What follows belongs to an exercise in optimizing a design on an open flow for small area and a short achievable clock period; a production flow would make more cautious choices.
No functional check of the RTL was part of any run shown here.

==> flow/design.v, too long to show whole: its modules and the start of the top module <==
// module fa_cell: 4 lines
// module csa_cell: 6 lines
// module maj3_cell: 3 lines
// module ha_cell: 4 lines
// module booth_sel: 5 lines
// module oai22_cell: 3 lines
// module xor2_cell: 3 lines
// module fp_mul_tree_a: 1095 lines
// module fp_mul_tree_b: 58 lines
// module fp_add_lo: 43 lines
// module fp_add_hi: 252 lines
// module fp_add48: 313 lines
// module fp_norm_shift: 20 lines
// module fp_round_inc: 11 lines
// module fp_prefix_and: 10 lines
// module fp_lzc24: 11 lines
// module fp32_mul: 207 lines
module fp32_mul
(
    input  logic        clk,
    input  logic        rst_n,
    input  logic [31:0] a,
    input  logic [31:0] b,
    input  logic        in_valid,
    output logic        out_valid,
    output logic [31:0] result
);
  // ...
==> flow/flow/run.sh <==
#!/bin/bash
# Own layout flow: the standard layout (standard.sh, ORFS from synthesis
# to finish, synthesis unchanged) with two changes to how the layout is made:
#  - repair_timing aims below the clock period: a path with less than
#    SETUP_SLACK_MARGIN ns of setup slack is treated as one to fix;
#  - the port buffers that buffer_ports inserts on every input and output
#    are sky130_fd_sc_hd__buf_2 rather than the cell it picks by default.
# Each tool's full output stays in orfs/logs; make's output in standard.log.
set -euo pipefail
export SETUP_SLACK_MARGIN=5.3
export BUFFER_PORTS_ARGS="-buffer_cell sky130_fd_sc_hd__buf_2"
bash standard.sh > standard.log 2>&1
==> flow/standard.sh <==
#!/bin/bash
# synth_recipe.tcl (not shown) runs the flow's synth.tcl, then flattens the netlist and writes it again
# the make line also repeats each setting of config.mk as NAME=value (left out here)
make -C /OpenROAD-flow-scripts/flow DESIGN_CONFIG=/design/flow/config.mk WORK_HOME=/design/flow/orfs CLKGATE_MAP_FILE= SYNTH_SCRIPT=/design/flow/synth_recipe.tcl "${@:-finish}"
==> flow/config.mk <==
export PLATFORM = sky130hd
export DESIGN_NAME = fp32_mul
export DESIGN_NICKNAME = fp32_mul
export VERILOG_FILES = /design/flow/design.v
export SDC_FILE = /design/flow/constraint.sdc
export NUM_CORES = 4
export LEC_CHECK = 0
export CAP_MARGIN = 20
export CORE_MARGIN = 2
export CORE_UTILIZATION = 40
export CTS_CLUSTER_DIAMETER = 100
export CTS_CLUSTER_SIZE = 25
export SLEW_MARGIN = 20
export SYNTH_HIERARCHICAL = 1
export SYNTH_MINIMUM_KEEP_SIZE = 0
==> flow/constraint.sdc <==
create_clock -name core_clock -period 8.5 [get_ports {clk}]
set_input_delay 1.7000 -clock core_clock [delete_from_list [all_inputs] [get_ports {clk}]]
set_output_delay 1.7000 -clock core_clock [all_outputs]
set_load 0.01 [all_outputs]
==> flow_summary.json, run 1 <==
{
  "grt_use_met1_pct": 28.7,
  "tritoncts": "built",
  "reg2reg_to": "m2[75]",
  "synthToLayoutAreaGrowth_pct": 10.5,
  "utilization_pct": 44.4,
  "drc": 0,
  "clk_share_pct": 2.47,
  "seq_cells": 392,
  "max_slew_margin_pct": 45.3,
  "crit_fanout": 25,
  "wl_met1_microns": 30800,
  "status": "no timing/DRC/antenna violations",
  "regMostFlops": "m2",
  "worstSkewPairLatency_ns": 0.59,
  "finalSetupViolCount": 0,
  "layout_common_cells": "394 x xor2_1, 360 x dfxtp_1, 277 x o22ai_1, 233 x fa_1, 145 x nor2_1",
  "drt_iter0_drc": 1931,
  "largest_class": "multi-input combinational cells",
  "finalNonFillerCells": 3400,
  "post_cts_buffers": 2,
  "viasPerCell": 5.77,
  "layout_commonest_cell": "xor2_1",
  "pre_cts_ws_ns": 4.82,
  "grt_first_pass_wirelength_microns": 116000
}
==> module fp_mul_tree_b, before the edit <==
module fp_mul_tree_b (
  input  logic [139:0] m,
  output logic [47:0] r0,
  output logic [47:0] r1
);
  ha_cell us481 (.a(m[3]), .b(m[4]), .s(r1[2]), .co(r0[3]));
  ha_cell us483 (.a(m[6]), .b(m[7]), .s(r1[3]), .co(r0[4]));
  csa_cell us485 (.a(m[10]), .b(m[8]), .ci(m[9]), .s(r1[4]), .co(r0[5]));
  csa_cell us487 (.a(m[11]), .b(m[12]), .ci(m[13]), .s(r1[5]), .co(r0[6]));
  csa_cell us489 (.a(m[14]), .b(m[15]), .ci(m[16]), .s(r1[6]), .co(r0[7]));
  csa_cell us491 (.a(m[17]), .b(m[18]), .ci(m[19]), .s(r1[7]), .co(r0[8]));
  csa_cell us493 (.a(m[20]), .b(m[21]), .ci(m[22]), .s(r1[8]), .co(r0[9]));
  csa_cell us495 (.a(m[23]), .b(m[24]), .ci(m[25]), .s(r1[9]), .co(r0[10]));
  csa_cell us497 (.a(m[26]), .b(m[27]), .ci(m[28]), .s(r1[10]), .co(r0[11]));
  csa_cell us499 (.a(m[29]), .b(m[30]), .ci(m[31]), .s(r1[11]), .co(r0[12]));
  csa_cell us501 (.a(m[32]), .b(m[33]), .ci(m[34]), .s(r1[12]), .co(r0[13]));
  csa_cell us503 (.a(m[35]), .b(m[36]), .ci(m[37]), .s(r1[13]), .co(r0[14]));
  csa_cell us505 (.a(m[38]), .b(m[39]), .ci(m[40]), .s(r1[14]), .co(r0[15]));
  csa_cell us507 (.a(m[41]), .b(m[42]), .ci(m[43]), .s(r1[15]), .co(r0[16]));
  csa_cell us509 (.a(m[44]), .b(m[45]), .ci(m[46]), .s(r1[16]), .co(r0[17]));
  csa_cell us511 (.a(m[47]), .b(m[48]), .ci(m[49]), .s(r1[17]), .co(r0[18]));
  csa_cell us513 (.a(m[50]), .b(m[51]), .ci(m[52]), .s(r1[18]), .co(r0[19]));
  csa_cell us515 (.a(m[53]), .b(m[54]), .ci(m[55]), .s(r1[19]), .co(r0[20]));
  csa_cell us517 (.a(m[56]), .b(m[57]), .ci(m[58]), .s(r1[20]), .co(r0[21]));
  csa_cell us519 (.a(m[59]), .b(m[60]), .ci(m[61]), .s(r1[21]), .co(r0[22]));
  csa_cell us521 (.a(m[62]), .b(m[63]), .ci(m[64]), .s(r1[22]), .co(r0[23]));
  csa_cell us523 (.a(m[65]), .b(m[66]), .ci(m[67]), .s(r1[23]), .co(r0[24]));
  csa_cell us525 (.a(m[68]), .b(m[69]), .ci(m[70]), .s(r1[24]), .co(r0[25]));
  csa_cell us527 (.a(m[71]), .b(m[72]), .ci(m[73]), .s(r1[25]), .co(r0[26]));
  csa_cell us529 (.a(m[74]), .b(m[75]), .ci(m[76]), .s(r1[26]), .co(r0[27]));
  csa_cell us531 (.a(m[77]), .b(m[78]), .ci(m[79]), .s(r1[27]), .co(r0[28]));
  csa_cell us533 (.a(m[80]), .b(m[81]), .ci(m[82]), .s(r1[28]), .co(r0[29]));
  csa_cell us535 (.a(m[83]), .b(m[84]), .ci(m[85]), .s(r1[29]), .co(r0[30]));
  csa_cell us537 (.a(m[86]), .b(m[87]), .ci(m[88]), .s(r1[30]), .co(r0[31]));
  csa_cell us539 (.a(m[89]), .b(m[90]), .ci(m[91]), .s(r1[31]), .co(r0[32]));
  csa_cell us541 (.a(m[92]), .b(m[93]), .ci(m[94]), .s(r1[32]), .co(r0[33]));
  csa_cell us543 (.a(m[95]), .b(m[96]), .ci(m[97]), .s(r1[33]), .co(r0[34]));
  csa_cell us545 (.a(m[100]), .b(m[98]), .ci(m[99]), .s(r1[34]), .co(r0[35]));
  csa_cell us547 (.a(m[101]), .b(m[102]), .ci(m[103]), .s(r1[35]), .co(r0[36]));
  csa_cell us549 (.a(m[104]), .b(m[105]), .ci(m[106]), .s(r1[36]), .co(r0[37]));
  csa_cell us551 (.a(m[107]), .b(m[108]), .ci(m[109]), .s(r1[37]), .co(r0[38]));
  csa_cell us553 (.a(m[110]), .b(m[111]), .ci(m[112]), .s(r1[38]), .co(r0[39]));
  csa_cell us555 (.a(m[113]), .b(m[114]), .ci(m[115]), .s(r1[39]), .co(r0[40]));
  csa_cell us557 (.a(m[116]), .b(m[117]), .ci(m[118]), .s(r1[40]), .co(r0[41]));
  csa_cell us559 (.a(m[119]), .b(m[120]), .ci(m[121]), .s(r1[41]), .co(r0[42]));
  csa_cell us561 (.a(m[122]), .b(m[123]), .ci(m[124]), .s(r1[42]), .co(r0[43]));
  csa_cell us563 (.a(m[125]), .b(m[126]), .ci(m[127]), .s(r1[43]), .co(r0[44]));
  csa_cell us565 (.a(m[128]), .b(m[129]), .ci(m[130]), .s(r1[44]), .co(r0[45]));
  csa_cell us567 (.a(m[131]), .b(m[132]), .ci(m[133]), .s(r1[45]), .co(r0[46]));
  csa_cell us569 (.a(m[134]), .b(m[135]), .ci(m[136]), .s(r1[46]), .co(r0[47]));
  wire c572;
  csa_cell us571 (.a(m[137]), .b(m[138]), .ci(m[139]), .s(r1[47]), .co(c572));
  assign r0[0] = m[0];
  assign r0[1] = m[2];
  assign r0[2] = m[5];
  assign r1[0] = m[1];
  assign r1[1] = 1'b0;
endmodule
==> module fp32_mul, before the edit <==
module fp32_mul
(
    input  logic        clk,
    input  logic        rst_n,
    input  logic [31:0] a,
    input  logic [31:0] b,
    input  logic        in_valid,
    output logic        out_valid,
    output logic [31:0] result
);
    logic [7:0]  ea, eb;
    logic        ha, hb, fza, fzb, ea_max, eb_max;
    logic        a_zero, b_zero, a_inf, b_inf, a_nan, b_nan;
    logic        r_nan, r_inf, r_zero;
    logic [23:0] sa, sb;
    logic [12:0] bd_one, bd_two, bd_neg;
    logic [4:0]  lz_a, lz_b;
    assign ea     = a[30:23];
    assign eb     = b[30:23];
    assign ha     = |ea;
    assign hb     = |eb;
    assign ea_max = &ea;
    assign eb_max = &eb;
    assign fza    = ~|a[22:0];
    assign fzb    = ~|b[22:0];
    assign a_zero = ~ha & fza;
    assign b_zero = ~hb & fzb;
    assign a_inf  = ea_max & fza;
    assign b_inf  = eb_max & fzb;
    assign a_nan  = ea_max & ~fza;
    assign b_nan  = eb_max & ~fzb;
    assign sa     = {ha, a[22:0]};
    assign sb     = {hb, b[22:0]};
    assign r_nan  = a_nan | b_nan | (a_inf & b_zero) | (b_inf & a_zero);
    assign r_inf  = ~r_nan & (a_inf | b_inf);
    assign r_zero = ~r_nan & ~r_inf & (a_zero | b_zero);
    always_comb begin
        for (int k = 0; k < 13; k++) begin
            logic y2, y1, y0;
            y2 = (2*k+1 < 24) ? sb[2*k+1] : 1'b0;
            y1 = (2*k   < 24) ? sb[2*k]   : 1'b0;
            y0 = (k > 0)      ? sb[2*k-1] : 1'b0;
            bd_neg[k] = y2;
            bd_one[k] = y1 ^ y0;
            bd_two[k] = (y2 & ~y1 & ~y0) | (~y2 & y1 & y0);
        end
    end
    fp_lzc24 u_lza (.v(sa), .n(lz_a));
    fp_lzc24 u_lzb (.v(sb), .n(lz_b));
    logic        v1, s1;
    logic [1:0]  sp1;                 
    logic [23:0] sa1_n;               
    logic [12:0] one1_n;              
    logic [11:0] two1_n;              
    logic [11:0] neg1;
    logic [7:0]  ea1, eb1;            
    logic [4:0]  lz1;
    always_ff @(posedge clk or negedge rst_n) begin
        if (!rst_n) v1 <= 1'b0;
        else        v1 <= in_valid;
    end
    always_ff @(posedge clk) begin
        s1   <= a[31] ^ b[31];
        sp1  <= r_nan ? 2'd3 : r_inf ? 2'd2 : r_zero ? 2'd1 : 2'd0;
        sa1_n  <= ~sa;
        one1_n <= ~bd_one;
        two1_n <= ~bd_two[11:0];
        neg1   <= bd_neg[11:0];
        ea1  <= {ea[7:1], ea[0] | ~ha};
        eb1  <= {eb[7:1], eb[0] | ~hb};
        lz1  <= lz_a | lz_b;
    end
    logic [140-1:0] m;
    logic signed [9:0] e0;
    fp_mul_tree_a u_tree_a (
        .xn   (sa1_n),
        .onen (one1_n),
        .twon (two1_n),
        .neg  (neg1),
        .m    (m)
    );
    assign e0 = $signed({2'b00, ea1}) + $signed({2'b00, eb1})
              - $signed(10'd127) - $signed({5'd0, lz1});
    logic        v2, s2;
    logic [1:0]  sp2;
    logic [140-1:0] m2;
    logic signed [9:0] e0_2;
    logic [4:0]  lz2;
    always_ff @(posedge clk or negedge rst_n) begin
        if (!rst_n) v2 <= 1'b0;
        else        v2 <= v1;
    end
    always_ff @(posedge clk) begin
        s2   <= s1;
        sp2  <= sp1;
        m2   <= m;
        e0_2 <= e0;
        lz2  <= lz1;
    end
    logic [47:0] row0, row1, prod;
    fp_mul_tree_b u_tree_b (
        .m  (m2),
        .r0 (row0),
        .r1 (row1)
    );
    fp_add48 u_add (.a(row0), .b(row1), .s(prod));
    logic        ge253, ge254, ge255, le0, lem1, lem2;
    assign ge253 = (e0_2 >= $signed(10'd253));
    assign ge254 = (e0_2 >= $signed(10'd254));
    assign ge255 = (e0_2 >= $signed(10'd255));
    assign le0   = (e0_2 <= $signed(10'd0));
    assign lem1  = (e0_2 <= $signed(-10'sd1));
    assign lem2  = (e0_2 <= $signed(-10'sd2));
    logic        v3, s3;
    logic [1:0]  sp3;
    logic [47:0] prod3;
    logic [7:0]  e0_3;
    logic [4:0]  lz3;
    logic        ge253_3, ge254_3, ge255_3, le0_3, lem1_3, lem2_3;
    always_ff @(posedge clk or negedge rst_n) begin
        if (!rst_n) v3 <= 1'b0;
        else        v3 <= v2;
    end
    always_ff @(posedge clk) begin
        s3      <= s2;
        sp3     <= sp2;
        prod3   <= prod;
        e0_3    <= e0_2[7:0];
        lz3     <= lz2;
        ge253_3 <= ge253;
        ge254_3 <= ge254;
        ge255_3 <= ge255;
        le0_3   <= le0;
        lem1_3  <= lem1;
        lem2_3  <= lem2;
    end
    logic [25:0] win;                 
    logic        st21;                
    logic        top, g, st, rup;
    logic [22:0] frac;
    fp_norm_shift u_shift (
        .p    (prod3),
        .sh   (lz3),
        .win  (win),
        .st21 (st21)
    );
    assign top  = win[25];
    assign frac = top ? win[24:2] : win[23:1];
    assign g    = top ? win[1] : win[0];
    assign st   = top ? (win[0] | st21) : st21;
    assign rup  = g & (st | frac[0]);
    logic        v4, s4, top4, rup4;
    logic [1:0]  sp4;
    logic [22:0] frac4;
    logic [7:0]  e0_4;
    logic        ge253_4, ge254_4, ge255_4, le0_4, lem1_4, lem2_4;
    always_ff @(posedge clk or negedge rst_n) begin
        if (!rst_n) v4 <= 1'b0;
        else        v4 <= v3;
    end
    always_ff @(posedge clk) begin
        s4      <= s3;
        sp4     <= sp3;
        top4    <= top;
        rup4    <= rup;
        frac4   <= frac;
        e0_4    <= e0_3;
        ge253_4 <= ge253_3;
        ge254_4 <= ge254_3;
        ge255_4 <= ge255_3;
        le0_4   <= le0_3;
        lem1_4  <= lem1_3;
        lem2_4  <= lem2_3;
    end
    logic [22:0] frac_r;
    logic        cy;
    logic [7:0]  e0p1, e0p2, ef;
    logic        fin, is_inf, is_zero;
    logic [31:0] res_next;
    fp_round_inc u_inc (
        .f   (frac4),
        .up  (rup4),
        .y   (frac_r),
        .cy  (cy)                     
    );
    assign e0p1 = e0_4 + 8'd1;
    assign e0p2 = e0_4 + 8'd2;
    assign ef   = (top4 & cy) ? e0p2 : (top4 | cy) ? e0p1 : e0_4;
    assign fin     = (sp4 == 2'd0);
    assign is_inf  = (sp4 == 2'd2) | (fin & ((top4 & cy) ? ge253_4 : (top4 | cy) ? ge254_4 : ge255_4));
    assign is_zero = (sp4 == 2'd1) | (fin & ((top4 & cy) ? lem2_4  : (top4 | cy) ? lem1_4  : le0_4));
    always_comb begin
        if (sp4 == 2'd3)  res_next = 32'h7FC0_0000;
        else if (is_inf)  res_next = {s4, 8'hFF, 23'd0};
        else if (is_zero) res_next = {s4, 31'd0};
        else              res_next = {s4, ef, frac_r};
    end
    logic        v5;
    always_ff @(posedge clk or negedge rst_n) begin
        if (!rst_n) v5 <= 1'b0;
        else        v5 <= v4;
    end
    always_ff @(posedge clk) begin
        result <= res_next;
    end
    assign out_valid = v5;
endmodule
==> inputs of run 2 (changes only) <==
--- a/flow/design.v
+++ b/flow/design.v
@@ -1,21 +1,12 @@
 module fa_cell (input logic a, input logic b, input logic ci, output logic s, output logic co);
   assign s  = a ^ b ^ ci;
   assign co = (a & b) | (a & ci) | (b & ci);
 endmodule
-module csa_cell (input logic a, input logic b, input logic ci, output logic s, output logic co);
-  logic t;
-  xor2_cell u_x0 (.a(a), .b(b), .y(t));
-  xor2_cell u_x1 (.a(t), .b(ci), .y(s));
-  maj3_cell u_m (.a(a), .b(b), .c(ci), .y(co));
-endmodule
-module maj3_cell (input logic a, input logic b, input logic c, output logic y);
-  assign y = (a & b) | (a & c) | (b & c);
-endmodule
 module ha_cell (input logic a, input logic b, output logic s, output logic co);
   assign s  = a ^ b;
   assign co = a & b;
 endmodule
 module booth_sel (input logic onen, input logic twon, input logic neg, input logic x0n, input logic x1n, output logic pp);
   logic m;
   oai22_cell u_m (.a(onen), .b(x0n), .c(twon), .d(x1n), .y(m));
   xor2_cell u_x (.a(m), .b(neg), .y(pp));
@@ -26,17 +17,17 @@
 module xor2_cell (input logic a, input logic b, output logic y);
   assign y = a ^ b;
 endmodule
 module fp_mul_tree_a (
   input  logic [23:0] xn,
   input  logic [12:0] onen,
   input  logic [11:0] twon,
   input  logic [11:0] neg,
-  output logic [139:0] m
+  output logic [179:0] m
 );
   wire b0_n = neg[0];
   wire b0_onen = onen[0];
   wire b0_twon = twon[0];
   wire pp0_0 = ~(b0_onen | xn[0]) ^ b0_n;
   wire pp0_1;
   booth_sel upp0_1 (.onen(b0_onen), .twon(b0_twon), .neg(b0_n), .x0n(xn[1]), .x1n(xn[0]), .pp(pp0_1));
   wire pp0_2;
@@ -916,268 +907,261 @@
   wire s245, c246;
   fa_cell us245 (.a(pp10_17), .b(pp11_15), .ci(pp12_13), .s(s245), .co(c246));
   wire s247, c248;
   fa_cell us247 (.a(pp7_23), .b(pp8_21), .ci(pp9_18), .s(s247), .co(c248));
   wire s249, c250;
   fa_cell us249 (.a(pp10_18), .b(pp11_16), .ci(pp12_14), .s(s249), .co(c250));
   wire s251, c252;
   fa_cell us251 (.a(pp10_19), .b(pp11_17), .ci(pp12_15), .s(s251), .co(c252));
-  wire c254;
-  ha_cell us253 (.a(b3_n), .b(pp0_6), .s(m[16]), .co(c254));
-  wire c256;
-  ha_cell us255 (.a(pp0_7), .b(pp1_5), .s(m[19]), .co(c256));
-  wire c258;
-  fa_cell us257 (.a(b4_n), .b(pp0_8), .ci(pp1_6), .s(m[22]), .co(c258));
-  wire s259, c260;
-  ha_cell us259 (.a(pp2_4), .b(pp3_2), .s(s259), .co(c260));
-  wire c262;
-  fa_cell us261 (.a(pp0_9), .b(pp1_7), .ci(pp2_5), .s(m[25]), .co(c262));
-  wire s263, c264;
-  ha_cell us263 (.a(pp3_3), .b(pp4_1), .s(s263), .co(c264));
-  wire s265, c266;
-  fa_cell us265 (.a(pp1_8), .b(pp2_6), .ci(pp3_4), .s(s265), .co(c266));
-  wire c268;
-  fa_cell us267 (.a(pp4_2), .b(pp5_0), .ci(s97), .s(m[28]), .co(c268));
-  wire s269, c270;
-  fa_cell us269 (.a(pp2_7), .b(pp3_5), .ci(pp4_3), .s(s269), .co(c270));
-  wire c272;
-  fa_cell us271 (.a(pp5_1), .b(c98), .ci(s99), .s(m[31]), .co(c272));
-  wire s273, c274;
-  fa_cell us273 (.a(pp4_4), .b(pp5_2), .ci(pp6_0), .s(s273), .co(c274));
-  wire c276;
-  fa_cell us275 (.a(c100), .b(s103), .ci(s101), .s(m[34]), .co(c276));
-  wire s277, c278;
-  fa_cell us277 (.a(pp5_3), .b(pp6_1), .ci(c104), .s(s277), .co(c278));
-  wire c280;
-  fa_cell us279 (.a(s107), .b(c102), .ci(s105), .s(m[37]), .co(c280));
-  wire s281, c282;
-  fa_cell us281 (.a(pp7_0), .b(c108), .ci(s113), .s(s281), .co(c282));
-  wire c284;
-  fa_cell us283 (.a(c106), .b(s109), .ci(s111), .s(m[40]), .co(c284));
-  wire s285, c286;
-  fa_cell us285 (.a(c114), .b(s119), .ci(c110), .s(s285), .co(c286));
-  wire c288;
-  fa_cell us287 (.a(c112), .b(s115), .ci(s117), .s(m[43]), .co(c288));
-  wire s289, c290;
-  fa_cell us289 (.a(c120), .b(c116), .ci(c118), .s(s289), .co(c290));
-  wire c292;
-  fa_cell us291 (.a(s121), .b(s123), .ci(s125), .s(m[46]), .co(c292));
-  wire s293, c294;
-  fa_cell us293 (.a(c122), .b(c124), .ci(s127), .s(s293), .co(c294));
-  wire c296;
-  fa_cell us295 (.a(s129), .b(c126), .ci(s131), .s(m[49]), .co(c296));
-  wire s297, c298;
-  fa_cell us297 (.a(c128), .b(c130), .ci(s133), .s(s297), .co(c298));
-  wire c300;
-  fa_cell us299 (.a(s135), .b(c132), .ci(s137), .s(m[52]), .co(c300));
-  wire s301, c302;
-  fa_cell us301 (.a(c134), .b(c136), .ci(s139), .s(s301), .co(c302));
-  wire c304;
-  fa_cell us303 (.a(s141), .b(c138), .ci(s143), .s(m[55]), .co(c304));
-  wire s305, c306;
-  fa_cell us305 (.a(c140), .b(s145), .ci(c142), .s(s305), .co(c306));
-  wire c308;
-  fa_cell us307 (.a(s147), .b(c144), .ci(s149), .s(m[58]), .co(c308));
-  wire s309, c310;
-  fa_cell us309 (.a(c146), .b(s151), .ci(c148), .s(s309), .co(c310));
-  wire c312;
-  fa_cell us311 (.a(c150), .b(s153), .ci(s155), .s(m[61]), .co(c312));
-  wire s313, c314;
-  fa_cell us313 (.a(c152), .b(c154), .ci(s157), .s(s313), .co(c314));
-  wire c316;
-  fa_cell us315 (.a(c156), .b(s159), .ci(s161), .s(m[64]), .co(c316));
-  wire s317, c318;
-  fa_cell us317 (.a(c158), .b(c160), .ci(s163), .s(s317), .co(c318));
-  wire c320;
-  fa_cell us319 (.a(c162), .b(s165), .ci(s167), .s(m[67]), .co(c320));
-  wire s321, c322;
-  fa_cell us321 (.a(c164), .b(c166), .ci(c168), .s(s321), .co(c322));
-  wire c324;
-  fa_cell us323 (.a(s169), .b(s171), .ci(s173), .s(m[70]), .co(c324));
-  wire s325, c326;
-  fa_cell us325 (.a(c170), .b(c172), .ci(c174), .s(s325), .co(c326));
-  wire c328;
-  fa_cell us327 (.a(s175), .b(s177), .ci(s179), .s(m[73]), .co(c328));
-  wire s329, c330;
-  fa_cell us329 (.a(c176), .b(c178), .ci(c180), .s(s329), .co(c330));
-  wire c332;
-  fa_cell us331 (.a(s181), .b(s183), .ci(s185), .s(m[76]), .co(c332));
-  wire s333, c334;
-  fa_cell us333 (.a(c182), .b(c184), .ci(c186), .s(s333), .co(c334));
-  wire c336;
-  fa_cell us335 (.a(s187), .b(s189), .ci(s191), .s(m[79]), .co(c336));
-  wire s337, c338;
-  fa_cell us337 (.a(c188), .b(c190), .ci(c192), .s(s337), .co(c338));
-  wire c340;
-  fa_cell us339 (.a(s193), .b(s195), .ci(s197), .s(m[82]), .co(c340));
-  wire s341, c342;
-  fa_cell us341 (.a(s199), .b(c194), .ci(c196), .s(s341), .co(c342));
-  wire c344;
-  fa_cell us343 (.a(c198), .b(s201), .ci(s203), .s(m[85]), .co(c344));
-  wire s345, c346;
-  fa_cell us345 (.a(c200), .b(s205), .ci(c202), .s(s345), .co(c346));
-  wire c348;
-  fa_cell us347 (.a(c204), .b(s207), .ci(s209), .s(m[88]), .co(c348));
-  wire s349, c350;
-  fa_cell us349 (.a(c206), .b(s211), .ci(c208), .s(s349), .co(c350));
-  wire c352;
-  fa_cell us351 (.a(c210), .b(s213), .ci(s215), .s(m[91]), .co(c352));
-  wire s353, c354;
-  fa_cell us353 (.a(c212), .b(s217), .ci(s219), .s(s353), .co(c354));
-  wire c356;
-  fa_cell us355 (.a(c214), .b(c216), .ci(s221), .s(m[94]), .co(c356));
-  wire s357, c358;
-  fa_cell us357 (.a(c218), .b(c220), .ci(s223), .s(s357), .co(c358));
-  fa_cell us359 (.a(s225), .b(c222), .ci(s227), .s(m[97]), .co(m[100]));
-  wire s361, c362;
-  fa_cell us361 (.a(c224), .b(c226), .ci(s229), .s(s361), .co(c362));
-  wire s363, c364;
-  fa_cell us363 (.a(s231), .b(c228), .ci(s233), .s(s363), .co(c364));
-  wire s365, c366;
-  fa_cell us365 (.a(c230), .b(c232), .ci(s235), .s(s365), .co(c366));
-  fa_cell us367 (.a(s237), .b(s239), .ci(c234), .s(m[103]), .co(m[106]));
-  wire s369, c370;
-  fa_cell us369 (.a(~pp9_18), .b(c236), .ci(c238), .s(s369), .co(c370));
-  wire s371, c372;
-  fa_cell us371 (.a(c240), .b(s241), .ci(s243), .s(s371), .co(c372));
-  wire s373, c374;
-  fa_cell us373 (.a(pp9_19), .b(~b6_n), .ci(c242), .s(s373), .co(c374));
-  wire c376;
-  fa_cell us375 (.a(c244), .b(s245), .ci(s247), .s(m[109]), .co(c376));
-  wire s377, c378;
-  fa_cell us377 (.a(pp7_24), .b(pp8_22), .ci(~pp9_20), .s(s377), .co(c378));
-  wire c380;
-  fa_cell us379 (.a(c246), .b(c248), .ci(s249), .s(m[112]), .co(c380));
-  wire s381, c382;
-  fa_cell us381 (.a(pp8_23), .b(pp9_20), .ci(pp9_21), .s(s381), .co(c382));
-  wire c384;
-  fa_cell us383 (.a(~b7_n), .b(c250), .ci(s251), .s(m[115]), .co(c384));
-  wire s385, c386;
-  fa_cell us385 (.a(pp10_20), .b(pp11_18), .ci(pp12_16), .s(s385), .co(c386));
-  fa_cell us387 (.a(pp8_24), .b(~pp9_22), .ci(c252), .s(m[118]), .co(m[121]));
-  wire s389, c390;
-  fa_cell us389 (.a(pp10_21), .b(pp11_19), .ci(pp12_17), .s(s389), .co(c390));
-  wire s391, c392;
-  fa_cell us391 (.a(pp9_22), .b(pp9_23), .ci(~b8_n), .s(s391), .co(c392));
-  wire c394;
-  fa_cell us393 (.a(pp10_22), .b(pp11_20), .ci(pp12_18), .s(m[124]), .co(c394));
-  fa_cell us395 (.a(pp10_23), .b(pp11_21), .ci(pp12_19), .s(m[127]), .co(m[130]));
-  ha_cell us397 (.a(b2_n), .b(pp0_4), .s(m[8]), .co(m[11]));
-  ha_cell us399 (.a(pp0_5), .b(pp1_3), .s(m[12]), .co(m[14]));
-  fa_cell us401 (.a(pp1_4), .b(pp2_2), .ci(pp3_0), .s(m[15]), .co(m[17]));
-  fa_cell us403 (.a(pp2_3), .b(pp3_1), .ci(c254), .s(m[18]), .co(m[20]));
-  fa_cell us405 (.a(pp4_0), .b(c256), .ci(s259), .s(m[21]), .co(m[23]));
-  fa_cell us407 (.a(c260), .b(s263), .ci(c258), .s(m[24]), .co(m[26]));
-  fa_cell us409 (.a(c264), .b(c262), .ci(s265), .s(m[27]), .co(m[29]));
-  fa_cell us411 (.a(c266), .b(s269), .ci(c268), .s(m[30]), .co(m[32]));
-  fa_cell us413 (.a(c270), .b(s273), .ci(c272), .s(m[33]), .co(m[35]));
-  fa_cell us415 (.a(c274), .b(s277), .ci(c276), .s(m[36]), .co(m[38]));
-  fa_cell us417 (.a(c278), .b(s281), .ci(c280), .s(m[39]), .co(m[41]));
-  fa_cell us419 (.a(c282), .b(c284), .ci(s285), .s(m[42]), .co(m[44]));
-  fa_cell us421 (.a(c286), .b(c288), .ci(s289), .s(m[45]), .co(m[47]));
-  fa_cell us423 (.a(c290), .b(s293), .ci(c292), .s(m[48]), .co(m[50]));
-  fa_cell us425 (.a(c294), .b(s297), .ci(c296), .s(m[51]), .co(m[53]));
-  fa_cell us427 (.a(c298), .b(s301), .ci(c300), .s(m[54]), .co(m[56]));
-  fa_cell us429 (.a(c302), .b(s305), .ci(c304), .s(m[57]), .co(m[59]));
-  fa_cell us431 (.a(c306), .b(s309), .ci(c308), .s(m[60]), .co(m[62]));
-  fa_cell us433 (.a(c310), .b(s313), .ci(c312), .s(m[63]), .co(m[65]));
-  fa_cell us435 (.a(c314), .b(s317), .ci(c316), .s(m[66]), .co(m[68]));
-  fa_cell us437 (.a(c318), .b(s321), .ci(c320), .s(m[69]), .co(m[71]));
-  fa_cell us439 (.a(c322), .b(s325), .ci(c324), .s(m[72]), .co(m[74]));
-  fa_cell us441 (.a(c326), .b(s329), .ci(c328), .s(m[75]), .co(m[77]));
-  fa_cell us443 (.a(c330), .b(s333), .ci(c332), .s(m[78]), .co(m[80]));
-  fa_cell us445 (.a(c334), .b(s337), .ci(c336), .s(m[81]), .co(m[83]));
-  fa_cell us447 (.a(c338), .b(s341), .ci(c340), .s(m[84]), .co(m[86]));
-  fa_cell us449 (.a(c342), .b(s345), .ci(c344), .s(m[87]), .co(m[89]));
-  fa_cell us451 (.a(c346), .b(s349), .ci(c348), .s(m[90]), .co(m[92]));
-  fa_cell us453 (.a(s353), .b(c350), .ci(c352), .s(m[93]), .co(m[95]));
-  fa_cell us455 (.a(c354), .b(s357), .ci(c356), .s(m[96]), .co(m[98]));
-  fa_cell us457 (.a(c358), .b(s361), .ci(s363), .s(m[99]), .co(m[101]));
-  fa_cell us459 (.a(c362), .b(s365), .ci(c364), .s(m[102]), .co(m[104]));
-  fa_cell us461 (.a(c366), .b(s369), .ci(s371), .s(m[105]), .co(m[107]));
-  fa_cell us463 (.a(c370), .b(c372), .ci(s373), .s(m[108]), .co(m[110]));
-  fa_cell us465 (.a(s377), .b(c374), .ci(c376), .s(m[111]), .co(m[113]));
-  fa_cell us467 (.a(c378), .b(s381), .ci(c380), .s(m[114]), .co(m[116]));
-  fa_cell us469 (.a(c382), .b(s385), .ci(c384), .s(m[117]), .co(m[119]));
-  fa_cell us471 (.a(c386), .b(s389), .ci(s391), .s(m[120]), .co(m[122]));
-  fa_cell us473 (.a(~pp9_24), .b(c390), .ci(c392), .s(m[123]), .co(m[125]));
-  fa_cell us475 (.a(pp9_24), .b(~b9_n), .ci(c394), .s(m[126]), .co(m[128]));
-  fa_cell us477 (.a(pp10_24), .b(pp11_22), .ci(~pp12_20), .s(m[129]), .co(m[131]));
-  fa_cell us479 (.a(pp11_23), .b(pp12_20), .ci(pp12_21), .s(m[132]), .co(m[134]));
+  ha_cell us253 (.a(b3_n), .b(pp0_6), .s(m[15]), .co(m[19]));
+  ha_cell us255 (.a(pp0_7), .b(pp1_5), .s(m[20]), .co(m[23]));
+  fa_cell us257 (.a(b4_n), .b(pp0_8), .ci(pp1_6), .s(m[24]), .co(m[27]));
+  ha_cell us259 (.a(pp2_4), .b(pp3_2), .s(m[25]), .co(m[28]));
+  fa_cell us261 (.a(pp0_9), .b(pp1_7), .ci(pp2_5), .s(m[29]), .co(m[31]));
+  ha_cell us263 (.a(pp3_3), .b(pp4_1), .s(m[30]), .co(m[32]));
+  fa_cell us265 (.a(pp1_8), .b(pp2_6), .ci(pp3_4), .s(m[33]), .co(m[35]));
+  fa_cell us267 (.a(pp4_2), .b(pp5_0), .ci(s97), .s(m[34]), .co(m[36]));
+  fa_cell us269 (.a(pp2_7), .b(pp3_5), .ci(pp4_3), .s(m[37]), .co(m[39]));
+  fa_cell us271 (.a(pp5_1), .b(c98), .ci(s99), .s(m[38]), .co(m[40]));
+  fa_cell us273 (.a(pp4_4), .b(pp5_2), .ci(pp6_0), .s(m[41]), .co(m[43]));
+  fa_cell us275 (.a(c100), .b(s103), .ci(s101), .s(m[42]), .co(m[44]));
+  fa_cell us277 (.a(pp5_3), .b(pp6_1), .ci(c104), .s(m[45]), .co(m[47]));
+  fa_cell us279 (.a(s107), .b(c102), .ci(s105), .s(m[46]), .co(m[48]));
+  fa_cell us281 (.a(pp7_0), .b(c108), .ci(s113), .s(m[49]), .co(m[51]));
+  fa_cell us283 (.a(c106), .b(s109), .ci(s111), .s(m[50]), .co(m[52]));
+  fa_cell us285 (.a(c114), .b(s119), .ci(c110), .s(m[53]), .co(m[55]));
+  fa_cell us287 (.a(c112), .b(s115), .ci(s117), .s(m[54]), .co(m[56]));
+  fa_cell us289 (.a(c120), .b(c116), .ci(c118), .s(m[57]), .co(m[59]));
+  fa_cell us291 (.a(s121), .b(s123), .ci(s125), .s(m[58]), .co(m[60]));
+  fa_cell us293 (.a(c122), .b(c124), .ci(s127), .s(m[61]), .co(m[63]));
+  fa_cell us295 (.a(s129), .b(c126), .ci(s131), .s(m[62]), .co(m[64]));
+  fa_cell us297 (.a(c128), .b(c130), .ci(s133), .s(m[65]), .co(m[67]));
+  fa_cell us299 (.a(s135), .b(c132), .ci(s137), .s(m[66]), .co(m[68]));
+  fa_cell us301 (.a(c134), .b(c136), .ci(s139), .s(m[69]), .co(m[71]));
+  fa_cell us303 (.a(s141), .b(c138), .ci(s143), .s(m[70]), .co(m[72]));
+  fa_cell us305 (.a(c140), .b(s145), .ci(c142), .s(m[73]), .co(m[75]));
+  fa_cell us307 (.a(s147), .b(c144), .ci(s149), .s(m[74]), .co(m[76]));
+  fa_cell us309 (.a(c146), .b(s151), .ci(c148), .s(m[77]), .co(m[79]));
+  fa_cell us311 (.a(c150), .b(s153), .ci(s155), .s(m[78]), .co(m[80]));
+  fa_cell us313 (.a(c152), .b(c154), .ci(s157), .s(m[81]), .co(m[83]));
+  fa_cell us315 (.a(c156), .b(s159), .ci(s161), .s(m[82]), .co(m[84]));
+  fa_cell us317 (.a(c158), .b(c160), .ci(s163), .s(m[85]), .co(m[87]));
+  fa_cell us319 (.a(c162), .b(s165), .ci(s167), .s(m[86]), .co(m[88]));
+  fa_cell us321 (.a(c164), .b(c166), .ci(c168), .s(m[89]), .co(m[91]));
+  fa_cell us323 (.a(s169), .b(s171), .ci(s173), .s(m[90]), .co(m[92]));
+  fa_cell us325 (.a(c170), .b(c172), .ci(c174), .s(m[93]), .co(m[95]));
+  fa_cell us327 (.a(s175), .b(s177), .ci(s179), .s(m[94]), .co(m[96]));
+  fa_cell us329 (.a(c176), .b(c178), .ci(c180), .s(m[97]), .co(m[99]));
+  fa_cell us331 (.a(s181), .b(s183), .ci(s185), .s(m[98]), .co(m[100]));
+  fa_cell us333 (.a(c182), .b(c184), .ci(c186), .s(m[101]), .co(m[103]));
+  fa_cell us335 (.a(s187), .b(s189), .ci(s191), .s(m[102]), .co(m[104]));
+  fa_cell us337 (.a(c188), .b(c190), .ci(c192), .s(m[105]), .co(m[107]));
+  fa_cell us339 (.a(s193), .b(s195), .ci(s197), .s(m[106]), .co(m[108]));
+  fa_cell us341 (.a(s199), .b(c194), .ci(c196), .s(m[109]), .co(m[111]));
+  fa_cell us343 (.a(c198), .b(s201), .ci(s203), .s(m[110]), .co(m[112]));
+  fa_cell us345 (.a(c200), .b(s205), .ci(c202), .s(m[113]), .co(m[115]));
+  fa_cell us347 (.a(c204), .b(s207), .ci(s209), .s(m[114]), .co(m[116]));
+  fa_cell us349 (.a(c206), .b(s211), .ci(c208), .s(m[117]), .co(m[119]));
+  fa_cell us351 (.a(c210), .b(s213), .ci(s215), .s(m[118]), .co(m[120]));
+  fa_cell us353 (.a(c212), .b(s217), .ci(s219), .s(m[121]), .co(m[123]));
+  fa_cell us355 (.a(c214), .b(c216), .ci(s221), .s(m[122]), .co(m[124]));
+  fa_cell us357 (.a(c218), .b(c220), .ci(s223), .s(m[125]), .co(m[127]));
+  fa_cell us359 (.a(s225), .b(c222), .ci(s227), .s(m[126]), .co(m[128]));
+  fa_cell us361 (.a(c224), .b(c226), .ci(s229), .s(m[129]), .co(m[131]));
+  fa_cell us363 (.a(s231), .b(c228), .ci(s233), .s(m[130]), .co(m[132]));
+  fa_cell us365 (.a(c230), .b(c232), .ci(s235), .s(m[133]), .co(m[135]));
+  fa_cell us367 (.a(s237), .b(s239), .ci(c234), .s(m[134]), .co(m[136]));
+  fa_cell us369 (.a(~pp9_18), .b(c236), .ci(c238), .s(m[137]), .co(m[139]));
+  fa_cell us371 (.a(c240), .b(s241), .ci(s243), .s(m[138]), .co(m[140]));
+  fa_cell us373 (.a(pp9_19), .b(~b6_n), .ci(c242), .s(m[141]), .co(m[143]));
+  fa_cell us375 (.a(c244), .b(s245), .ci(s247), .s(m[142]), .co(m[144]));
+  fa_cell us377 (.a(pp7_24), .b(pp8_22), .ci(~pp9_20), .s(m[145]), .co(m[147]));
+  fa_cell us379 (.a(c246), .b(c248), .ci(s249), .s(m[146]), .co(m[148]));
+  fa_cell us381 (.a(pp8_23), .b(pp9_20), .ci(pp9_21), .s(m[149]), .co(m[151]));
+  fa_cell us383 (.a(~b7_n), .b(c250), .ci(s251), .s(m[150]), .co(m[152]));
+  fa_cell us385 (.a(pp10_20), .b(pp11_18), .ci(pp12_16), .s(m[153]), .co(m[155]));
+  fa_cell us387 (.a(pp8_24), .b(~pp9_22), .ci(c252), .s(m[154]), .co(m[156]));
+  fa_cell us389 (.a(pp10_21), .b(pp11_19), .ci(pp12_17), .s(m[157]), .co(m[159]));
+  fa_cell us391 (.a(pp9_22), .b(pp9_23), .ci(~b8_n), .s(m[158]), .co(m[160]));
+  fa_cell us393 (.a(pp10_22), .b(pp11_20), .ci(pp12_18), .s(m[161]), .co(m[163]));
+  fa_cell us395 (.a(pp10_23), .b(pp11_21), .ci(pp12_19), .s(m[164]), .co(m[167]));
   assign m[0] = b0_n;
   assign m[1] = pp0_0;
   assign m[2] = pp0_1;
   assign m[3] = b1_n;
   assign m[4] = pp0_2;
   assign m[5] = pp1_0;
   assign m[6] = pp0_3;
   assign m[7] = pp1_1;
-  assign m[9] = pp1_2;
-  assign m[10] = pp2_0;
-  assign m[13] = pp2_1;
-  assign m[133] = ~b10_n;
-  assign m[135] = pp11_24;
-  assign m[136] = ~pp12_22;
-  assign m[137] = pp12_22;
-  assign m[138] = pp12_23;
-  assign m[139] = ~b11_n;
+  assign m[8] = b2_n;
+  assign m[9] = pp0_4;
+  assign m[10] = pp1_2;
+  assign m[11] = pp2_0;
+  assign m[12] = pp0_5;
+  assign m[13] = pp1_3;
+  assign m[14] = pp2_1;
+  assign m[16] = pp1_4;
+  assign m[17] = pp2_2;
+  assign m[18] = pp3_0;
+  assign m[21] = pp2_3;
+  assign m[22] = pp3_1;
+  assign m[26] = pp4_0;
+  assign m[162] = ~pp9_24;
+  assign m[165] = pp9_24;
+  assign m[166] = ~b9_n;
+  assign m[168] = pp10_24;
+  assign m[169] = pp11_22;
+  assign m[170] = ~pp12_20;
+  assign m[171] = pp11_23;
+  assign m[172] = pp12_20;
+  assign m[173] = pp12_21;
+  assign m[174] = ~b10_n;
+  assign m[175] = pp11_24;
+  assign m[176] = ~pp12_22;
+  assign m[177] = pp12_22;
+  assign m[178] = pp12_23;
+  assign m[179] = ~b11_n;
 endmodule
 module fp_mul_tree_b (
-  input  logic [139:0] m,
+  input  logic [179:0] m,
   output logic [47:0] r0,
   output logic [47:0] r1
 );
+  wire s397, c398;
+  ha_cell us397 (.a(m[10]), .b(m[11]), .s(s397), .co(c398));
+  wire s399, c400;
+  ha_cell us399 (.a(m[12]), .b(m[13]), .s(s399), .co(c400));
+  wire s401, c402;
+  fa_cell us401 (.a(m[15]), .b(m[16]), .ci(m[17]), .s(s401), .co(c402));
+  wire s403, c404;
+  fa_cell us403 (.a(m[19]), .b(m[20]), .ci(m[21]), .s(s403), .co(c404));
+  wire s405, c406;
+  fa_cell us405 (.a(m[23]), .b(m[24]), .ci(m[25]), .s(s405), .co(c406));
+  wire s407, c408;
+  fa_cell us407 (.a(m[27]), .b(m[28]), .ci(m[29]), .s(s407), .co(c408));
+  wire s409, c410;
+  fa_cell us409 (.a(m[31]), .b(m[32]), .ci(m[33]), .s(s409), .co(c410));
+  wire s411, c412;
+  fa_cell us411 (.a(m[35]), .b(m[36]), .ci(m[37]), .s(s411), .co(c412));
+  wire s413, c414;
+  fa_cell us413 (.a(m[39]), .b(m[40]), .ci(m[41]), .s(s413), .co(c414));
+  wire s415, c416;
+  fa_cell us415 (.a(m[43]), .b(m[44]), .ci(m[45]), .s(s415), .co(c416));
+  wire s417, c418;
+  fa_cell us417 (.a(m[47]), .b(m[48]), .ci(m[49]), .s(s417), .co(c418));
+  wire s419, c420;
+  fa_cell us419 (.a(m[51]), .b(m[52]), .ci(m[53]), .s(s419), .co(c420));
+  wire s421, c422;
+  fa_cell us421 (.a(m[55]), .b(m[56]), .ci(m[57]), .s(s421), .co(c422));
+  wire s423, c424;
+  fa_cell us423 (.a(m[59]), .b(m[60]), .ci(m[61]), .s(s423), .co(c424));
+  wire s425, c426;
+  fa_cell us425 (.a(m[63]), .b(m[64]), .ci(m[65]), .s(s425), .co(c426));
+  wire s427, c428;
+  fa_cell us427 (.a(m[67]), .b(m[68]), .ci(m[69]), .s(s427), .co(c428));
+  wire s429, c430;
+  fa_cell us429 (.a(m[71]), .b(m[72]), .ci(m[73]), .s(s429), .co(c430));
+  wire s431, c432;
+  fa_cell us431 (.a(m[75]), .b(m[76]), .ci(m[77]), .s(s431), .co(c432));
+  wire s433, c434;
+  fa_cell us433 (.a(m[79]), .b(m[80]), .ci(m[81]), .s(s433), .co(c434));
+  wire s435, c436;
+  fa_cell us435 (.a(m[83]), .b(m[84]), .ci(m[85]), .s(s435), .co(c436));
+  wire s437, c438;
+  fa_cell us437 (.a(m[87]), .b(m[88]), .ci(m[89]), .s(s437), .co(c438));
+  wire s439, c440;
+  fa_cell us439 (.a(m[91]), .b(m[92]), .ci(m[93]), .s(s439), .co(c440));
+  wire s441, c442;
+  fa_cell us441 (.a(m[95]), .b(m[96]), .ci(m[97]), .s(s441), .co(c442));
+  wire s443, c444;
+  fa_cell us443 (.a(m[100]), .b(m[101]), .ci(m[102]), .s(s443), .co(c444));
+  wire s445, c446;
+  fa_cell us445 (.a(m[103]), .b(m[104]), .ci(m[105]), .s(s445), .co(c446));
+  wire s447, c448;
+  fa_cell us447 (.a(m[107]), .b(m[108]), .ci(m[109]), .s(s447), .co(c448));
+  wire s449, c450;
+  fa_cell us449 (.a(m[111]), .b(m[112]), .ci(m[113]), .s(s449), .co(c450));
+  wire s451, c452;
+  fa_cell us451 (.a(m[115]), .b(m[116]), .ci(m[117]), .s(s451), .co(c452));
+  wire s453, c454;
+  fa_cell us453 (.a(m[119]), .b(m[120]), .ci(m[121]), .s(s453), .co(c454));
+  wire s455, c456;
+  fa_cell us455 (.a(m[123]), .b(m[124]), .ci(m[125]), .s(s455), .co(c456));
+  wire s457, c458;
+  fa_cell us457 (.a(m[127]), .b(m[128]), .ci(m[129]), .s(s457), .co(c458));
+  wire s459, c460;
+  fa_cell us459 (.a(m[131]), .b(m[132]), .ci(m[133]), .s(s459), .co(c460));
+  wire s461, c462;
+  fa_cell us461 (.a(m[135]), .b(m[136]), .ci(m[137]), .s(s461), .co(c462));
+  wire s463, c464;
+  fa_cell us463 (.a(m[139]), .b(m[140]), .ci(m[141]), .s(s463), .co(c464));
+  wire s465, c466;
+  fa_cell us465 (.a(m[143]), .b(m[144]), .ci(m[145]), .s(s465), .co(c466));
+  wire s467, c468;
+  fa_cell us467 (.a(m[147]), .b(m[148]), .ci(m[149]), .s(s467), .co(c468));
+  wire s469, c470;
+  fa_cell us469 (.a(m[151]), .b(m[152]), .ci(m[153]), .s(s469), .co(c470));
+  wire s471, c472;
+  fa_cell us471 (.a(m[155]), .b(m[156]), .ci(m[157]), .s(s471), .co(c472));
+  wire s473, c474;
+  fa_cell us473 (.a(m[159]), .b(m[160]), .ci(m[161]), .s(s473), .co(c474));
+  wire s475, c476;
+  fa_cell us475 (.a(m[163]), .b(m[164]), .ci(m[165]), .s(s475), .co(c476));
+  wire s477, c478;
+  fa_cell us477 (.a(m[167]), .b(m[168]), .ci(m[169]), .s(s477), .co(c478));
+  wire s479, c480;
+  fa_cell us479 (.a(m[171]), .b(m[172]), .ci(m[173]), .s(s479), .co(c480));
   ha_cell us481 (.a(m[3]), .b(m[4]), .s(r1[2]), .co(r0[3]));
   ha_cell us483 (.a(m[6]), .b(m[7]), .s(r1[3]), .co(r0[4]));
-  csa_cell us485 (.a(m[10]), .b(m[8]), .ci(m[9]), .s(r1[4]), .co(r0[5]));
-  csa_cell us487 (.a(m[11]), .b(m[12]), .ci(m[13]), .s(r1[5]), .co(r0[6]));
-  csa_cell us489 (.a(m[14]), .b(m[15]), .ci(m[16]), .s(r1[6]), .co(r0[7]));
-  csa_cell us491 (.a(m[17]), .b(m[18]), .ci(m[19]), .s(r1[7]), .co(r0[8]));
-  csa_cell us493 (.a(m[20]), .b(m[21]), .ci(m[22]), .s(r1[8]), .co(r0[9]));
-  csa_cell us495 (.a(m[23]), .b(m[24]), .ci(m[25]), .s(r1[9]), .co(r0[10]));
-  csa_cell us497 (.a(m[26]), .b(m[27]), .ci(m[28]), .s(r1[10]), .co(r0[11]));
-  csa_cell us499 (.a(m[29]), .b(m[30]), .ci(m[31]), .s(r1[11]), .co(r0[12]));
-  csa_cell us501 (.a(m[32]), .b(m[33]), .ci(m[34]), .s(r1[12]), .co(r0[13]));
-  csa_cell us503 (.a(m[35]), .b(m[36]), .ci(m[37]), .s(r1[13]), .co(r0[14]));
-  csa_cell us505 (.a(m[38]), .b(m[39]), .ci(m[40]), .s(r1[14]), .co(r0[15]));
-  csa_cell us507 (.a(m[41]), .b(m[42]), .ci(m[43]), .s(r1[15]), .co(r0[16]));
-  csa_cell us509 (.a(m[44]), .b(m[45]), .ci(m[46]), .s(r1[16]), .co(r0[17]));
-  csa_cell us511 (.a(m[47]), .b(m[48]), .ci(m[49]), .s(r1[17]), .co(r0[18]));
-  csa_cell us513 (.a(m[50]), .b(m[51]), .ci(m[52]), .s(r1[18]), .co(r0[19]));
-  csa_cell us515 (.a(m[53]), .b(m[54]), .ci(m[55]), .s(r1[19]), .co(r0[20]));
-  csa_cell us517 (.a(m[56]), .b(m[57]), .ci(m[58]), .s(r1[20]), .co(r0[21]));
-  csa_cell us519 (.a(m[59]), .b(m[60]), .ci(m[61]), .s(r1[21]), .co(r0[22]));
-  csa_cell us521 (.a(m[62]), .b(m[63]), .ci(m[64]), .s(r1[22]), .co(r0[23]));
-  csa_cell us523 (.a(m[65]), .b(m[66]), .ci(m[67]), .s(r1[23]), .co(r0[24]));
-  csa_cell us525 (.a(m[68]), .b(m[69]), .ci(m[70]), .s(r1[24]), .co(r0[25]));
-  csa_cell us527 (.a(m[71]), .b(m[72]), .ci(m[73]), .s(r1[25]), .co(r0[26]));
-  csa_cell us529 (.a(m[74]), .b(m[75]), .ci(m[76]), .s(r1[26]), .co(r0[27]));
-  csa_cell us531 (.a(m[77]), .b(m[78]), .ci(m[79]), .s(r1[27]), .co(r0[28]));
-  csa_cell us533 (.a(m[80]), .b(m[81]), .ci(m[82]), .s(r1[28]), .co(r0[29]));
-  csa_cell us535 (.a(m[83]), .b(m[84]), .ci(m[85]), .s(r1[29]), .co(r0[30]));
-  csa_cell us537 (.a(m[86]), .b(m[87]), .ci(m[88]), .s(r1[30]), .co(r0[31]));
-  csa_cell us539 (.a(m[89]), .b(m[90]), .ci(m[91]), .s(r1[31]), .co(r0[32]));
-  csa_cell us541 (.a(m[92]), .b(m[93]), .ci(m[94]), .s(r1[32]), .co(r0[33]));
-  csa_cell us543 (.a(m[95]), .b(m[96]), .ci(m[97]), .s(r1[33]), .co(r0[34]));
-  csa_cell us545 (.a(m[100]), .b(m[98]), .ci(m[99]), .s(r1[34]), .co(r0[35]));
-  csa_cell us547 (.a(m[101]), .b(m[102]), .ci(m[103]), .s(r1[35]), .co(r0[36]));
-  csa_cell us549 (.a(m[104]), .b(m[105]), .ci(m[106]), .s(r1[36]), .co(r0[37]));
-  csa_cell us551 (.a(m[107]), .b(m[108]), .ci(m[109]), .s(r1[37]), .co(r0[38]));
-  csa_cell us553 (.a(m[110]), .b(m[111]), .ci(m[112]), .s(r1[38]), .co(r0[39]));
-  csa_cell us555 (.a(m[113]), .b(m[114]), .ci(m[115]), .s(r1[39]), .co(r0[40]));
-  csa_cell us557 (.a(m[116]), .b(m[117]), .ci(m[118]), .s(r1[40]), .co(r0[41]));
-  csa_cell us559 (.a(m[119]), .b(m[120]), .ci(m[121]), .s(r1[41]), .co(r0[42]));
-  csa_cell us561 (.a(m[122]), .b(m[123]), .ci(m[124]), .s(r1[42]), .co(r0[43]));
-  csa_cell us563 (.a(m[125]), .b(m[126]), .ci(m[127]), .s(r1[43]), .co(r0[44]));
-  csa_cell us565 (.a(m[128]), .b(m[129]), .ci(m[130]), .s(r1[44]), .co(r0[45]));
-  csa_cell us567 (.a(m[131]), .b(m[132]), .ci(m[133]), .s(r1[45]), .co(r0[46]));
-  csa_cell us569 (.a(m[134]), .b(m[135]), .ci(m[136]), .s(r1[46]), .co(r0[47]));
+  fa_cell us485 (.a(m[8]), .b(m[9]), .ci(s397), .s(r1[4]), .co(r0[5]));
+  fa_cell us487 (.a(m[14]), .b(c398), .ci(s399), .s(r1[5]), .co(r0[6]));
+  fa_cell us489 (.a(m[18]), .b(c400), .ci(s401), .s(r1[6]), .co(r0[7]));
+  fa_cell us491 (.a(m[22]), .b(c402), .ci(s403), .s(r1[7]), .co(r0[8]));
+  fa_cell us493 (.a(m[26]), .b(c404), .ci(s405), .s(r1[8]), .co(r0[9]));
+  fa_cell us495 (.a(m[30]), .b(c406), .ci(s407), .s(r1[9]), .co(r0[10]));
+  fa_cell us497 (.a(m[34]), .b(c408), .ci(s409), .s(r1[10]), .co(r0[11]));
+  fa_cell us499 (.a(m[38]), .b(c410), .ci(s411), .s(r1[11]), .co(r0[12]));
+  fa_cell us501 (.a(m[42]), .b(c412), .ci(s413), .s(r1[12]), .co(r0[13]));
+  fa_cell us503 (.a(m[46]), .b(c414), .ci(s415), .s(r1[13]), .co(r0[14]));
+  fa_cell us505 (.a(m[50]), .b(c416), .ci(s417), .s(r1[14]), .co(r0[15]));
+  fa_cell us507 (.a(m[54]), .b(c418), .ci(s419), .s(r1[15]), .co(r0[16]));
+  fa_cell us509 (.a(m[58]), .b(c420), .ci(s421), .s(r1[16]), .co(r0[17]));
+  fa_cell us511 (.a(m[62]), .b(c422), .ci(s423), .s(r1[17]), .co(r0[18]));
+  fa_cell us513 (.a(m[66]), .b(c424), .ci(s425), .s(r1[18]), .co(r0[19]));
+  fa_cell us515 (.a(m[70]), .b(c426), .ci(s427), .s(r1[19]), .co(r0[20]));
+  fa_cell us517 (.a(m[74]), .b(c428), .ci(s429), .s(r1[20]), .co(r0[21]));
+  fa_cell us519 (.a(m[78]), .b(c430), .ci(s431), .s(r1[21]), .co(r0[22]));
+  fa_cell us521 (.a(m[82]), .b(c432), .ci(s433), .s(r1[22]), .co(r0[23]));
+  fa_cell us523 (.a(m[86]), .b(c434), .ci(s435), .s(r1[23]), .co(r0[24]));
+  fa_cell us525 (.a(m[90]), .b(c436), .ci(s437), .s(r1[24]), .co(r0[25]));
+  fa_cell us527 (.a(m[94]), .b(c438), .ci(s439), .s(r1[25]), .co(r0[26]));
+  fa_cell us529 (.a(m[98]), .b(c440), .ci(s441), .s(r1[26]), .co(r0[27]));
+  fa_cell us531 (.a(m[99]), .b(c442), .ci(s443), .s(r1[27]), .co(r0[28]));
+  fa_cell us533 (.a(m[106]), .b(c444), .ci(s445), .s(r1[28]), .co(r0[29]));
+  fa_cell us535 (.a(m[110]), .b(c446), .ci(s447), .s(r1[29]), .co(r0[30]));
+  fa_cell us537 (.a(m[114]), .b(c448), .ci(s449), .s(r1[30]), .co(r0[31]));
+  fa_cell us539 (.a(m[118]), .b(c450), .ci(s451), .s(r1[31]), .co(r0[32]));
+  fa_cell us541 (.a(m[122]), .b(c452), .ci(s453), .s(r1[32]), .co(r0[33]));
+  fa_cell us543 (.a(m[126]), .b(c454), .ci(s455), .s(r1[33]), .co(r0[34]));
+  fa_cell us545 (.a(m[130]), .b(c456), .ci(s457), .s(r1[34]), .co(r0[35]));
+  fa_cell us547 (.a(m[134]), .b(c458), .ci(s459), .s(r1[35]), .co(r0[36]));
+  fa_cell us549 (.a(m[138]), .b(c460), .ci(s461), .s(r1[36]), .co(r0[37]));
+  fa_cell us551 (.a(m[142]), .b(c462), .ci(s463), .s(r1[37]), .co(r0[38]));
+  fa_cell us553 (.a(m[146]), .b(c464), .ci(s465), .s(r1[38]), .co(r0[39]));
+  fa_cell us555 (.a(m[150]), .b(c466), .ci(s467), .s(r1[39]), .co(r0[40]));
+  fa_cell us557 (.a(m[154]), .b(c468), .ci(s469), .s(r1[40]), .co(r0[41]));
+  fa_cell us559 (.a(m[158]), .b(c470), .ci(s471), .s(r1[41]), .co(r0[42]));
+  fa_cell us561 (.a(m[162]), .b(c472), .ci(s473), .s(r1[42]), .co(r0[43]));
+  fa_cell us563 (.a(m[166]), .b(c474), .ci(s475), .s(r1[43]), .co(r0[44]));
+  fa_cell us565 (.a(m[170]), .b(c476), .ci(s477), .s(r1[44]), .co(r0[45]));
+  fa_cell us567 (.a(m[174]), .b(c478), .ci(s479), .s(r1[45]), .co(r0[46]));
+  fa_cell us569 (.a(m[175]), .b(m[176]), .ci(c480), .s(r1[46]), .co(r1[47]));
   wire c572;
-  csa_cell us571 (.a(m[137]), .b(m[138]), .ci(m[139]), .s(r1[47]), .co(c572));
+  fa_cell us571 (.a(m[177]), .b(m[178]), .ci(m[179]), .s(r0[47]), .co(c572));
   assign r0[0] = m[0];
   assign r0[1] = m[2];
   assign r0[2] = m[5];
   assign r1[0] = m[1];
   assign r1[1] = 1'b0;
 endmodule
 module fp_add_lo (
     input  logic [7:0] a,
@@ -1906,30 +1890,30 @@
         sa1_n  <= ~sa;
         one1_n <= ~bd_one;
         two1_n <= ~bd_two[11:0];
         neg1   <= bd_neg[11:0];
         ea1  <= {ea[7:1], ea[0] | ~ha};
         eb1  <= {eb[7:1], eb[0] | ~hb};
         lz1  <= lz_a | lz_b;
     end
-    logic [140-1:0] m;
+    logic [180-1:0] m;
     logic signed [9:0] e0;
     fp_mul_tree_a u_tree_a (
         .xn   (sa1_n),
         .onen (one1_n),
         .twon (two1_n),
         .neg  (neg1),
         .m    (m)
     );
     assign e0 = $signed({2'b00, ea1}) + $signed({2'b00, eb1})
               - $signed(10'd127) - $signed({5'd0, lz1});
     logic        v2, s2;
     logic [1:0]  sp2;
-    logic [140-1:0] m2;
+    logic [180-1:0] m2;
     logic signed [9:0] e0_2;
     logic [4:0]  lz2;
     always_ff @(posedge clk or negedge rst_n) begin
         if (!rst_n) v2 <= 1'b0;
         else        v2 <= v1;
     end
     always_ff @(posedge clk) begin
         s2   <= s1;
==> flow/flow/run.sh (replaced) <==
#!/bin/bash
# Own layout flow: the standard layout (standard.sh, ORFS from synthesis
# to finish, synthesis unchanged) with two changes to how the layout is made:
#  - repair_timing aims below the clock period: a path with less than
#    SETUP_SLACK_MARGIN ns of setup slack is treated as one to fix;
#  - the port buffers that buffer_ports inserts on every input and output
#    are sky130_fd_sc_hd__buf_2 rather than the cell it picks by default.
# Each tool's full output stays in orfs/logs; make's output in standard.log.
set -euo pipefail
export SETUP_SLACK_MARGIN=5.4
export BUFFER_PORTS_ARGS="-buffer_cell sky130_fd_sc_hd__buf_2"
bash standard.sh > standard.log 2>&1
==> flow_summary.json, run 2 <==
{
  "max_slew_margin_pct": 34.1,
  "setup_tns_ns": 0,
  "numCtsBuffers": 23,
  "cts.sinks": 432,
  "coreArea_sq_um": 65500,
  "cts_buffer_depth": 3,
  "fin_skew_ns": 0.0491,
  "drv_slew": 0,
  "synth.yosys.seq_area_share_pct": 32.9,
  "drt-total-wl_microns": 77300,
  "layout_setup_ws_ns": 5.09,
  "required_ns": 8.97,
  "drc": 0,
  "finalNonFillerCells": 3387,
  "dpl.hpwl_microns": 52000,
  "layout_commonest_cell": "dfxtp_1",
  "grt_pass1_vias": 20000,
  "tritoncts": "built",
  "die_h_microns": 261,
  "timing.final.crit_period_ns": 3.41,
  "min_path_type": "register to register",
  "drv_cap": 0,
  "grt-ovfl-total": 0,
  "finalSetupViolCount": 0,
  "hold_depth": 0,
  "start_util_pct": 40.2,
  "drt_iter0_drc": 1917,
  "synth_top_area_share_pct": 32.5,
  "synth.most_common_cell": "dfxtp_1",
  "numPortBuffers": 99,
  "ant_nets": 0,
  "yosysWarningCount": 10,
  "viasPerCell": 5.80,
  "whs_ns": 0.327,
  "syn_inst": 2372,
  "synthToLayoutAreaGrowth_pct": 11.8,
  "synth_edf_count": 0,
  "synth_area_leaders": "dfxtp_1 32%, fa_1 21%, xor2_1 10%",
  "ys_ff_latch": 432,
  "grt_first_pass_wirelength_microns": 118000,
  "clk_pin_slew_ns": 0.10,
  "reg.largest.list": "m2 x180, prod3 x48, result x32",
  "synth_cell_types": 83,
  "drive_gt1_share_pct": 15.9,
  "yosysTopAreaCell": "dfxtp_1",
  "endpoint_kind": "register",
  "antenna_cells": 0,
  "filler_cell_count": 5991,
  "arrival_ns": 3.89,
  "dpl.cell_count": 3322,
  "crit_type": "register to register",
  "synthFlopType": "dfxtp_1",
  "antenna_found_initial": 2,
  "crit_fanout": 3,
  "num_rows": 94,
  "status": "no timing/DRC/antenna violations",
  "regArea_sq_um": 8690,
  "ff2ff_path_depth": 11,
  "synth-async-reset-ratio_pct": 1.16,
  "hold_viol_final": 0,
  "vias": 19600,
  "finalWeightedCongestion": 0.911,
  "largest_register_ffs": 180,
  "firstDrtPassIters": 6,
  "fmax_ghz": 0.293,
  "tightest_slew_ns": 0.988,
  "multi_input_area_sq_um": 17300,
  "htreeDepth": 1,
  "layout_common_cells": "410 x dfxtp_1, 311 x xor2_1, 276 x fa_1, 276 x o22ai_1, 136 x nor2_1",
  "syn_area_per_cell_sq_um": 11.1,
  "syn_nets": 2801,
  "die-area_sq_um": 67900,
  "cts_root_buf": "clkbuf_16",
  "period_share_pct": 40.2,
  "rsz0062_at_grt": "yes",
  "final_nets": 2944,
  "regMostFlops": "m2",
  "die_x_microns": 261,
  "io_pins": 100,
  "pre_cts_ws_ns": 4.92,
  "worstSkewPairLatency_ns": 0.60,
  "netlist_top_cells_count": "427 x dfxtp_1, 312 x xor2_1, 277 x fa_1, 277 x o22ai_1, 145 x nor2_1",
  "synth_area_sq_um": 26300,
  "wl_per_cell_microns": 22.8,
  "grt_usage_pct": 22.4,
  "grt_max_degree": 42,
  "start_kind": "register"
}
[run 2: cell count changes in the layout (fill, tap and decap cells not counted), sizes merged, moves of 2 or more]
cell / before / now
xor2: 400 / 312
fa: 233 / 277
maj3: 44 / 1
dfxtp: 387 / 427
buf: 166 / 190
clkbuf: 24 / 26
clkinvlp: 2 / 0
nand2: 57 / 59
[run 2: modules after synthesis (local to each module, per instance), excerpt]
module         copies in the design  cells  cell area [sq um]
fp32_mul                          1    743              10800
fp_add48                          1    273               2100
fp_norm_shift                     1    220               2000
fp_mul_tree_a                     1    128                736
fp_lzc24                          2     48                270
fp_prefix_and                     1     45                240
fp_round_inc                      1     23                201
fp_mul_tree_b                     1      6               41.3
fa_cell                         264      1               20.0
ha_cell                          22      1               12.5
xor2_cell                       276      1               8.76
oai22_cell                      276      1               6.26
[run 2: worst max-delay path, cell delays in order, from the launching register on]
cell      delay, ns
dfxtp_2        0.33
fa_1           0.55
fa_1           0.47
ha_4           0.28
and4_4         0.20
and3_4         0.17
a32o_2         0.25
o21ai_2        0.20
a21boi_2       0.09
o21a_2         0.24
or4_4          0.43
o311ai_4       0.11
[run 2: final timing paths]
kind	startpoint	endpoint	slack [ns]
min in group asynchronous	rst_n	v3	0.89
max	m2[51]	prod3[23]	5.09
max reg2reg	m2[51]	prod3[23]	5.09
max in group asynchronous	rst_n	v2	7.48
min reg2reg	lem2_3	lem2_4	0.33
min	lem2_3	lem2_4	0.33
[run 2: layer usage]
layer	vias up	routed length [microns]	track usage, %
met5	-	0	0
met3	198	6840	4.37
met4	0	2710	7.73
met2	1101	35400	36.4
met1	9737	32400	29.9
li1	8613	-	-
[run 2: through the flow]
stage	cell area, sq um	utilization (%)
floorplan	26500	-
global placement	28000	42.7
detailed placement	28000	42.7
CTS	29200	44.6
global route	29400	44.9
finish	29400	44.9
[run 2: final cells by class]
type / instances / share of cell area [%]
multi-input cells: 1756 / 58.8
flip-flops and latches: 432 / 29.5
repair buffers: 190 / 4.12
well taps: 864 / 3.67
clock buffers: 26 / 2.06
inverters: 112 / 1.43
clock inverters: 7 / 0.429
[run 2: logic make-up after synthesis]
kind of cell             Yosys count  synth area share (%)
XOR/XNOR                         378                  12.6
flip-flops                       432                  32.9
AO/OA/AOI/OAI                    488                  12.1
other                              1                0.0142
AND/OR/NAND/NOR                  394                  7.35
adder cells (fa/ha/maj)          363                  25.1
buffers and inverters            184                  3.43
multiplexers                     132                  6.41
[run 2: repair_timing]
item                       4_1_cts  5_1_grt
hold buffers                     0        0
setup buffers                   21       11
pin swaps                       30       23
resized for setup               62       33
setup endpoints to repair       88       91

==> re-timing with driven ports <==
Ports are ideal in the flow. The routed layouts listed here were re-timed in OpenROAD.
Step 1: set_driving_cell puts a clkbuf_16 on clk and a buf_2 on each other input, an assumption about the parent block.
Step 2 also shifts input and output timing later by t, the mid clock arrival at the registers, as if the neighbouring blocks saw the same clock.
Three values: ideal, step 1, step 2; two values: the first two.
run	t, ns	setup WS [ns]	hold WS [ns]	worst slew at a driven data input, ns
run 1	0.627	5.348 / 5.348 / 4.902	0.329 / 0.329 / 0.329	0.04
run 2	0.641	5.086 / 5.086 / 5.083	0.327 / 0.327 / 0.327	0.05
After both steps setup and hold are still met in every run listed. For run 1, which loses most, drivers alone change the setup slack by 0.000 ns; drivers and shift together by -0.446 ns.
